Background: an optimization exercise with open tools, aiming at small area, a short achievable clock period and few clock cycles. Do not read the settings as production practice.
Function was checked by simulation only, so behaviour that the tests miss may differ from the original.
Power is estimated from default activity; no workload was simulated.

## before
Design systolic_mm_engine, start of the top module:
module systolic_mm_engine #(
    parameter int ROWS   = 4,
    parameter int COLS   = 4,
    parameter int DATA_W = 16,
    parameter int ACC_W  = 40,
    parameter int KLEN_W = 12
) (
    input  logic                                   clk,
    input  logic                                   rst_n,
    input  logic                                   start,
    input  logic                                   acc_mode,
    input  logic [KLEN_W-1:0]                      k_len,
    input  logic                                   in_valid,
    output logic                                   in_ready,
    input  logic [ROWS*DATA_W-1:0]                 a_vec,
    input  logic [COLS*DATA_W-1:0]                 b_vec,
    output logic                                   out_valid,
    input  logic                                   out_ready,
    output logic [COLS*ACC_W-1:0]                  out_row,
    output logic [(ROWS > 1 ? $clog2(ROWS) : 1)-1:0] out_idx,
    output logic                                   busy,
    output logic                                   done
);
Size: ~15,000 cells after synthesis, about 2,100 flip-flops, about 310 I/O pins.
==> module systolic_mm_engine, before the edit <==
module systolic_mm_engine #(
    parameter int ROWS   = 4,
    parameter int COLS   = 4,
    parameter int DATA_W = 16,
    parameter int ACC_W  = 40,
    parameter int KLEN_W = 12
) (
    input  logic                                   clk,
    input  logic                                   rst_n,
    input  logic                                   start,
    input  logic                                   acc_mode,
    input  logic [KLEN_W-1:0]                      k_len,
    input  logic                                   in_valid,
    output logic                                   in_ready,
    input  logic [ROWS*DATA_W-1:0]                 a_vec,
    input  logic [COLS*DATA_W-1:0]                 b_vec,
    output logic                                   out_valid,
    input  logic                                   out_ready,
    output logic [COLS*ACC_W-1:0]                  out_row,
    output logic [(ROWS > 1 ? $clog2(ROWS) : 1)-1:0] out_idx,
    output logic                                   busy,
    output logic                                   done
);
    logic              busy_q, in_ready_q, out_valid_q, done_q;
    logic              f1_q, f2_q;       
    logic              drn_q;            
    logic [1:0]        idx_q;            
    logic [1:0]        rsel_q;           
    logic [3:0]        w_sel;            
    logic [KLEN_W-1:0] cnt_q;            
    logic              take_q;           
    logic [KLEN_W-1:0] w_rem;            
    logic              w_last;           
    logic              clr_q;            
    logic w_idle, w_start, w_take, w_hs, w_fin, w_drn, w_valid;
    logic [1:0] w_idx, w_rsel;
    assign w_idle  = !busy_q;
    assign w_start = w_idle && start;
    assign w_take  = in_valid && in_ready_q;
    assign w_hs    = out_valid_q && out_ready;
    assign w_fin   = w_hs && (idx_q == 2'd3);
    assign w_rem   = cnt_q - {{(KLEN_W-1){1'b0}}, take_q};
    assign w_last  = (w_rem == KLEN_W'(1));
    always_comb begin
        w_idx   = f2_q ? 2'd0 : idx_q + {1'b0, w_hs};
        w_drn   = f2_q || (drn_q && !w_fin);
        w_valid = w_drn && (rsel_q == w_idx);
        w_rsel  = w_valid ? w_idx + 2'd1 : w_idx;
        w_sel   = 4'b0001 << w_rsel;
    end
    always_ff @(posedge clk or negedge rst_n) begin
        if (!rst_n) begin
            busy_q      <= 1'b0;
            in_ready_q  <= 1'b0;
            out_valid_q <= 1'b0;
            done_q      <= 1'b0;
            take_q      <= 1'b0;
            f1_q        <= 1'b0;
            f2_q        <= 1'b0;
            drn_q       <= 1'b0;
            idx_q       <= 2'd0;
            rsel_q      <= 2'd0;
        end else begin
            done_q <= w_fin;
            take_q <= w_take;
            f2_q   <= f1_q;
            if (w_start) begin
                busy_q     <= 1'b1;
                in_ready_q <= (k_len != '0);
                f1_q       <= (k_len == '0);
            end else begin
                if (w_fin) busy_q <= 1'b0;
                if (w_take && w_last) in_ready_q <= 1'b0;
                f1_q <= w_take && w_last;
            end
            drn_q       <= w_drn;
            out_valid_q <= w_valid;
            idx_q       <= w_idx;
            rsel_q      <= w_rsel;
        end
    end
    always_ff @(posedge clk or negedge rst_n) begin
        if (!rst_n) clr_q <= 1'b1;
        else        clr_q <= w_start && !acc_mode;
    end
    always_ff @(posedge clk) begin
        cnt_q <= w_start ? k_len : w_rem;
    end
    logic [7:0] one_d [COLS];
    logic [7:0] two_d [COLS];
    logic [7:0] neg_d [COLS];
    for (genvar c = 0; c < COLS; c++) begin : g_enc
        logic [DATA_W:0] bx;
        assign bx = {b_vec[c*DATA_W +: DATA_W], 1'b0};
        always_comb begin
            for (int i = 0; i < 8; i++) begin
                one_d[c][i] = w_take && (bx[2*i+1] ^ bx[2*i]);
                two_d[c][i] = w_take && ((bx[2*i+2] && !bx[2*i+1] && !bx[2*i]) ||
                                         (!bx[2*i+2] && bx[2*i+1] && bx[2*i]));
                neg_d[c][i] = w_take && bx[2*i+2];
            end
        end
    end
    logic [ACC_W-1:0] s_acc [ROWS][COLS];
    logic [ACC_W-1:0] c_acc [ROWS][COLS];
    for (genvar r = 0; r < ROWS; r++) begin : g_r
        for (genvar c = 0; c < COLS; c++) begin : g_c
            logic [ACC_W-1:0] s_d, c_d;
            smm_mac u_mac (
                .clk(clk), .a_d(a_vec[r*DATA_W +: DATA_W]),
                .one_d(one_d[c]), .two_d(two_d[c]), .neg_d(neg_d[c]),
                .s_q(s_acc[r][c]), .c_q(c_acc[r][c]), .s_d(s_d), .c_d(c_d)
            );
            always_ff @(posedge clk) begin
                s_acc[r][c] <= s_d & {ACC_W{~clr_q}};
                c_acc[r][c] <= c_d & {ACC_W{~clr_q}};
            end
        end
    end
    logic [COLS*ACC_W-1:0] row_q;
    logic [COLS*ACC_W-1:0] w_row;
    for (genvar c = 0; c < COLS; c++) begin : g_drain
        logic [ACC_W-1:0] s_sel, c_sel;
        smm_sel4 u_ssel (.clk(clk), .sel_d(w_sel),
                         .i0(s_acc[0][c]), .i1(s_acc[1][c]), .i2(s_acc[2][c]), .i3(s_acc[3][c]),
                         .o(s_sel));
        smm_sel4 u_csel (.clk(clk), .sel_d(w_sel),
                         .i0(c_acc[0][c]), .i1(c_acc[1][c]), .i2(c_acc[2][c]), .i3(c_acc[3][c]),
                         .o(c_sel));
        smm_add40 u_add (.a(s_sel), .b(c_sel), .s(w_row[c*ACC_W +: ACC_W]));
    end
    always_ff @(posedge clk) begin
        row_q <= w_row;
    end
    assign in_ready  = in_ready_q;
    assign out_valid = out_valid_q;
    assign out_row   = row_q;
    assign out_idx   = idx_q;
    assign busy      = busy_q;
    assign done      = done_q;
endmodule
export LEC_CHECK = 0
export CAP_MARGIN = 35
export CORE_MARGIN = 2
export CORE_UTILIZATION = 65
export SETUP_SLACK_MARGIN = 5
export SLEW_MARGIN = 35
export SYNTH_HIERARCHICAL = 1
export SYNTH_MINIMUM_KEEP_SIZE = 0
create_clock -name core_clock -period 11.0 [get_ports {clk}]
standard.sh (not shown) runs the stock make flow with config.mk's settings and CLKGATE_MAP_FILE= SYNTH_SCRIPT=/design/flow/synth_recipe.tcl, a recipe that flattens the netlist after the stock synthesis.
==> flow/flow/run.sh <==
#!/bin/bash
set -euo pipefail
bash standard.sh SETUP_SLACK_MARGIN=7.4 "BUFFER_PORTS_ARGS=-buffer_cell sky130_fd_sc_hd__buf_4" finish > standard_flow.log 2>&1
Testbench counts of before, summed over its fixed seeds: cycles 6,501.
For after, these inputs were changed with respect to before:
--- a/flow/design.v
+++ b/flow/design.v
@@ -130,18 +130,21 @@
                          .o(c_sel));
         smm_add40 u_add (.a(s_sel), .b(c_sel), .s(w_row[c*ACC_W +: ACC_W]));
     end
     always_ff @(posedge clk) begin
         row_q <= w_row;
     end
-    assign in_ready  = in_ready_q;
-    assign out_valid = out_valid_q;
+    logic w_busy_d, w_in_ready_d;
+    assign w_busy_d     = w_start || (busy_q && !w_fin);
+    assign w_in_ready_d = w_start ? (k_len != '0) : (in_ready_q && !(w_take && w_last));
+    smm_oreg #(.W(6)) u_oreg (
+        .clk(clk), .rst_n(rst_n),
+        .d({w_fin, w_busy_d, w_idx, w_valid, w_in_ready_d}),
+        .q({done, busy, out_idx, out_valid, in_ready})
+    );
     assign out_row   = row_q;
-    assign out_idx   = idx_q;
-    assign busy      = busy_q;
-    assign done      = done_q;
 endmodule
 module smm_fa (
     input  logic a,
     input  logic b,
     input  logic c,
     output logic s,
@@ -156,12 +159,25 @@
     output logic s,
     output logic co
 );
     assign s  = a ^ b;
     assign co = a & b;
 endmodule
+module smm_oreg #(
+    parameter int W = 1
+) (
+    input  logic         clk,
+    input  logic         rst_n,
+    input  logic [W-1:0] d,
+    output logic [W-1:0] q
+);
+    always_ff @(posedge clk or negedge rst_n) begin
+        if (!rst_n) q <= '0;
+        else        q <= d;
+    end
+endmodule
 module smm_sel4 (
     input  logic        clk,
     input  logic [3:0]  sel_d,
     input  logic [39:0] i0,
     input  logic [39:0] i1,
     input  logic [39:0] i2,
[summary]
before and after ended up with nearly the same wire length of the first global-routing pass.
Per the comparison of after with before, count of sequential standard cells neither gained nor lost much; total power neither gained nor lost much; number of global-route vias before repair lost about 0.5%; utilization neither gained nor lost much.
Taking before as the reference point, the worst hold margin of after rises by 130 ps.
Floorplan die height: before vs after — no meaningful difference
Going from before to after, clock sink count essentially unchanged; switching power as a share of total power held; sequential element share of the synthesized area essentially unchanged.
after has less setup slack than before.
Testbench counts of after, summed over its fixed seeds: cycles 6,501.

-- separate check: timing with driven ports --
Ports are ideal in the flow. The routed layouts listed here were re-timed in OpenROAD. Step 1, drivers: a clkbuf_16 drives clk and a buf_2 each remaining input, both assumed. Step 2 also shifts input and output timing later by t, the mid clock arrival at the registers, as if the neighbouring blocks saw the same clock. Three values: ideal, step 1, step 2; two values: the first two.
| run | shift t [ns] | setup WS [ns] | clock arrival spread, ns | worst register clock-pin slew, ns | worst data-port slew with drivers (ns) |
|---|---|---|---|---|---|
| before | 1.039 | 7.222 / 7.120 / 6.614 | 0.064 / 0.064 | 0.08 / 0.08 | 0.37 |
| after | 1.030 | 7.084 / 6.984 / 6.766 | 0.062 / 0.063 | 0.07 / 0.07 | 0.46 |
After both steps setup and hold are still met in every run listed. For before, which loses most, drivers alone change the setup slack by -0.102 ns; drivers and shift together by -0.608 ns.
